Context: an optimization exercise on an open-source flow, tuned for small area, a short achievable clock period and few clock cycles. The choices shown serve that exercise and are no tape-out recipe. RTL that was checked went through simulation tests only; none was proved equivalent to the original. Power figures rest on the tool's default switching activity, not on a simulated workload.

==> module reorder_crossbar, before the edit <==
module reorder_crossbar (
    input  logic                                clk,
    input  logic                                arst_n,
    input  logic                                in_valid,
    input  logic [8*(16 + 2 + (2 * (16 + 4 + 2)))-1:0]       in_pe,
    input  logic [4*8-1:0]      in_data,
    output logic                                in_ready,
    output logic                                out_valid,
    output logic [((16 + 1 + 4 * 8) + 4 * ((2 * (16 + 4 + 2)) + 1))-1:0]                  out_beat,
    input  logic                                out_ready
);
    localparam int NPE    = 8;
    localparam int HIW    = 4;
    localparam int HIWL   = 2;
    localparam int AW     = 16;
    localparam int ROW_W  = (2 * (16 + 4 + 2));
    localparam int PE_W   = (16 + 2 + (2 * (16 + 4 + 2)));
    localparam int LANE_W = ((2 * (16 + 4 + 2)) + 1);
    localparam int DW     = HIW * 8;
    logic load;
    logic hold;
    xbar_ready u_load  (.out_valid(out_valid), .out_ready(out_ready), .ready(load));
    xbar_ready u_ready (.out_valid(out_valid), .out_ready(out_ready), .ready(in_ready));
    assign hold = !load;
    logic [HIW-1:0] sel [NPE];
    logic [NPE-1:0] act;
    always_comb begin
        for (int i = 0; i < NPE; i++) begin
            act[i] = load && in_pe[i*PE_W + PE_W - 1];
            for (int j = 0; j < HIW; j++) begin
                sel[i][j] = act[i] &&
                    (in_pe[i*PE_W + ROW_W + 1 +: HIWL] == HIWL'(j));
            end
        end
    end
    logic [AW-1:HIWL]     head_q, head_d;
    logic                 delim_q, delim_d;
    logic [DW-1:0]        data_q, data_d;
    logic [HIW-1:0]       rv_q, rv_d;
    logic [ROW_W-1:0]     row_q [HIW];
    logic [ROW_W-1:0]     row_d [HIW];
    logic [NPE-1:0]       lane_en  [HIW];
    logic [NPE-1:0]       row_bits [ROW_W];
    logic [NPE-1:0]       head_bits [AW];
    logic [NPE-1:0]       delim_bits;
    always_comb begin
        for (int i = 0; i < NPE; i++) begin
            for (int j = 0; j < HIW; j++) lane_en[j][i] = sel[i][j];
            for (int b = 0; b < ROW_W; b++) row_bits[b][i] = in_pe[i*PE_W + b];
            for (int b = 0; b < AW; b++) head_bits[b][i] = in_pe[i*PE_W + ROW_W + 1 + b];
            delim_bits[i] = in_pe[i*PE_W + ROW_W];
        end
    end
    for (genvar b = HIWL; b < AW; b++) begin : g_head
        xbar_bit u_bit (
            .en(act), .d(head_bits[b]), .hold(hold), .q(head_q[b]), .nxt(head_d[b]));
    end
    xbar_bit u_delim (
        .en(act), .d(delim_bits), .hold(hold), .q(delim_q), .nxt(delim_d));
    for (genvar j = 0; j < HIW; j++) begin : g_lane
        assign rv_d[j] = (hold & rv_q[j]) | (|lane_en[j]);
        for (genvar b = 0; b < ROW_W; b++) begin : g_row
            xbar_bit u_bit (
                .en(lane_en[j]), .d(row_bits[b]), .hold(hold), .q(row_q[j][b]),
                .nxt(row_d[j][b]));
        end
    end
    for (genvar b = 0; b < DW; b++) begin : g_data
        xbar_hold_bit u_bit (
            .load(load), .d(in_data[b]), .hold(hold), .q(data_q[b]), .nxt(data_d[b]));
    end
    always_ff @(posedge clk or negedge arst_n) begin
        if (!arst_n) begin
            out_valid <= 1'b0;
        end else if (load) begin
            out_valid <= in_valid;
        end
    end
    always_ff @(posedge clk) begin
        head_q  <= head_d;
        delim_q <= delim_d;
        data_q  <= data_d;
        rv_q    <= rv_d;
        for (int j = 0; j < HIW; j++) row_q[j] <= row_d[j];
    end
    always_comb begin
        out_beat[((16 + 1 + 4 * 8) + 4 * ((2 * (16 + 4 + 2)) + 1))-1 -: AW-HIWL]   = head_q;
        out_beat[((16 + 1 + 4 * 8) + 4 * ((2 * (16 + 4 + 2)) + 1))-AW +: HIWL]       = '0;
        out_beat[DW + HIW*LANE_W]        = delim_q;
        out_beat[HIW*LANE_W +: DW]       = data_q;
        for (int j = 0; j < HIW; j++)
            out_beat[j*LANE_W +: LANE_W] = {rv_q[j], row_q[j]};
    end
endmodule
==> flow/config.mk <==
export PLATFORM = sky130hd
export DESIGN_NAME = reorder_crossbar
export DESIGN_NICKNAME = reorder_crossbar
export VERILOG_FILES = /design/flow/design.v
export SDC_FILE = /design/flow/constraint.sdc
export NUM_CORES = 4
export LEC_CHECK = 0
export CAP_MARGIN = 20
export CELL_PAD_IN_SITES_DETAIL_PLACEMENT = 2
export CELL_PAD_IN_SITES_GLOBAL_PLACEMENT = 2
export CORE_AREA = 3 3 262 262
export DIE_AREA = 0 0 265 265
export PLACE_DENSITY = 0.45
export SETUP_SLACK_MARGIN = 2.0
export SLEW_MARGIN = 20
export SYNTH_HIERARCHICAL = 1
export TNS_END_PERCENT = 0
==> flow/constraint.sdc <==
create_clock -name core_clock -period 4.0 [get_ports {clk}]
set_input_delay 0.8000 -clock core_clock [delete_from_list [all_inputs] [get_ports {clk}]]
set_output_delay 0.8000 -clock core_clock [all_outputs]
set_load 0.01 [all_outputs]
standard.sh (not shown) runs the stock make flow with config.mk's settings and CLKGATE_MAP_FILE= SYNTH_SCRIPT=/design/flow/synth_recipe.tcl, a recipe that flattens the netlist after the stock synthesis.
==> flow/flow/run.sh <==
#!/bin/bash
# Standard layout (standard.sh, the standard flow's own ORFS flow) with these changes:
#  - the port buffers are plain buf_1 cells instead of the delay buffers
#    buffer_ports picks by default (every port still gets its buffer);
#  - after ORFS's pin placement, flow/place_pins.tcl lays the pins out in the
#    order of flow/pin_order.txt (made by gen/make_pin_order.py), which keeps
#    each bit slice's inputs and outputs together;
#  - clock tree synthesis without dummy balancing loads.
# make's full output goes to standard.log; ORFS keeps each step's log under orfs/logs.
export BUFFER_PORTS_ARGS="-buffer_cell sky130_fd_sc_hd__buf_1"
export POST_IO_PLACEMENT_TCL="$PWD/flow/place_pins.tcl"
export FLOW_PIN_ORDER="$PWD/flow/pin_order.txt"
export CTS_ARGS="-sink_clustering_enable -repair_clock_nets -dont_use_dummy_load"
bash standard.sh > standard.log 2>&1
Other scripts of this flow, unchanged in this note and not shown: flow/flow/pin_order.txt, flow/flow/place_pins.tcl
The first run produced a clean layout.
Testbench counts at the start, summed over its fixed seeds: cycles 9,200.
Then changed:
--- a/flow/design.v
+++ b/flow/design.v
@@ -46,6 +46,18 @@
     assign ready = !out_valid || out_ready;
 endmodule
 `default_nettype wire
+`default_nettype none
+module xbar_sel (
+    input  logic       load,
+    input  logic       mask,
+    input  logic [1:0] addr,
+    output logic [3:0] sel
+);
+    always_comb begin
+        for (int j = 0; j < 4; j++) sel[j] = load && mask && (addr == 2'(j));
+    end
+endmodule
+`default_nettype wire
 `timescale 1ns/1ps
 `default_nettype none
 module reorder_crossbar (
@@ -72,15 +84,19 @@
     xbar_ready u_load  (.out_valid(out_valid), .out_ready(out_ready), .ready(load));
     xbar_ready u_ready (.out_valid(out_valid), .out_ready(out_ready), .ready(in_ready));
     assign hold = !load;
-    logic [HIW-1:0] sel [NPE];
+    localparam int NCP = 2;
     logic [NPE-1:0] act;
+    logic [HIW-1:0] sel [NCP][NPE];
     always_comb begin
         for (int i = 0; i < NPE; i++) begin
             act[i] = load && in_pe[i*PE_W + PE_W - 1];
-            for (int j = 0; j < HIW; j++) begin
-                sel[i][j] = act[i] &&
-                    (in_pe[i*PE_W + ROW_W + 1 +: HIWL] == HIWL'(j));
-            end
+        end
+    end
+    for (genvar c = 0; c < NCP; c++) begin : g_copy
+        for (genvar i = 0; i < NPE; i++) begin : g_pe
+            xbar_sel u_sel (
+                .load(load), .mask(in_pe[i*PE_W + PE_W - 1]),
+                .addr(in_pe[i*PE_W + ROW_W + 1 +: HIWL]), .sel(sel[c][i]));
         end
     end
     logic [AW-1:HIWL]     head_q, head_d;
@@ -89,13 +105,14 @@
     logic [HIW-1:0]       rv_q, rv_d;
     logic [ROW_W-1:0]     row_q [HIW];
     logic [ROW_W-1:0]     row_d [HIW];
-    logic [NPE-1:0]       lane_en  [HIW];
+    logic [NPE-1:0]       lane_en  [NCP][HIW];
     logic [NPE-1:0]       row_bits [ROW_W];
     logic [NPE-1:0]       head_bits [AW];
     logic [NPE-1:0]       delim_bits;
     always_comb begin
         for (int i = 0; i < NPE; i++) begin
-            for (int j = 0; j < HIW; j++) lane_en[j][i] = sel[i][j];
+            for (int c = 0; c < NCP; c++)
+                for (int j = 0; j < HIW; j++) lane_en[c][j][i] = sel[c][i][j];
             for (int b = 0; b < ROW_W; b++) row_bits[b][i] = in_pe[i*PE_W + b];
             for (int b = 0; b < AW; b++) head_bits[b][i] = in_pe[i*PE_W + ROW_W + 1 + b];
             delim_bits[i] = in_pe[i*PE_W + ROW_W];
@@ -108,10 +125,10 @@
     xbar_bit u_delim (
         .en(act), .d(delim_bits), .hold(hold), .q(delim_q), .nxt(delim_d));
     for (genvar j = 0; j < HIW; j++) begin : g_lane
-        assign rv_d[j] = (hold & rv_q[j]) | (|lane_en[j]);
+        assign rv_d[j] = (hold & rv_q[j]) | (|lane_en[0][j]);
         for (genvar b = 0; b < ROW_W; b++) begin : g_row
             xbar_bit u_bit (
-                .en(lane_en[j]), .d(row_bits[b]), .hold(hold), .q(row_q[j][b]),
+                .en(lane_en[b*NCP/ROW_W][j]), .d(row_bits[b]), .hold(hold), .q(row_q[j][b]),
                 .nxt(row_d[j][b]));
         end
     end
Result: Routed wire length is higher by about 5%. Total power is higher by 1.0%. Utilization is higher by 0.21 points. Clock-buffer cell count is unchanged. Setup slack loses 3.8 ps.
No functional check of the RTL was part of the second run of this note.

static timing again, ports no longer ideal:
The results above use ideal ports. As a check the final layouts listed here were re-extracted and re-timed, cells and wires unchanged. Step 1, drivers: a clkbuf_16 drives clk and a buf_2 each remaining input, both assumed. Step 2 times the ports against the registers' clock, not the clock port: input delays grow and output delays shrink by t, the midpoint of the rising clock arrivals with the driver on. Three values: ideal ports, drivers, drivers and shift; two values: the first two.
run	shift t [ns]	slack for setup (ns)	clock arrival spread, ns	cell pins on the clock port's net
the first run	0.599	1.892 / 1.882 / 1.305	0.038 / 0.038	1
the second run	0.601	1.888 / 1.871 / 1.371	0.049 / 0.049	1
After both steps setup and hold are still met in every run listed. The setup slack of the first run, which loses most, moves by -0.010 ns with the drivers and by -0.587 ns with both steps.
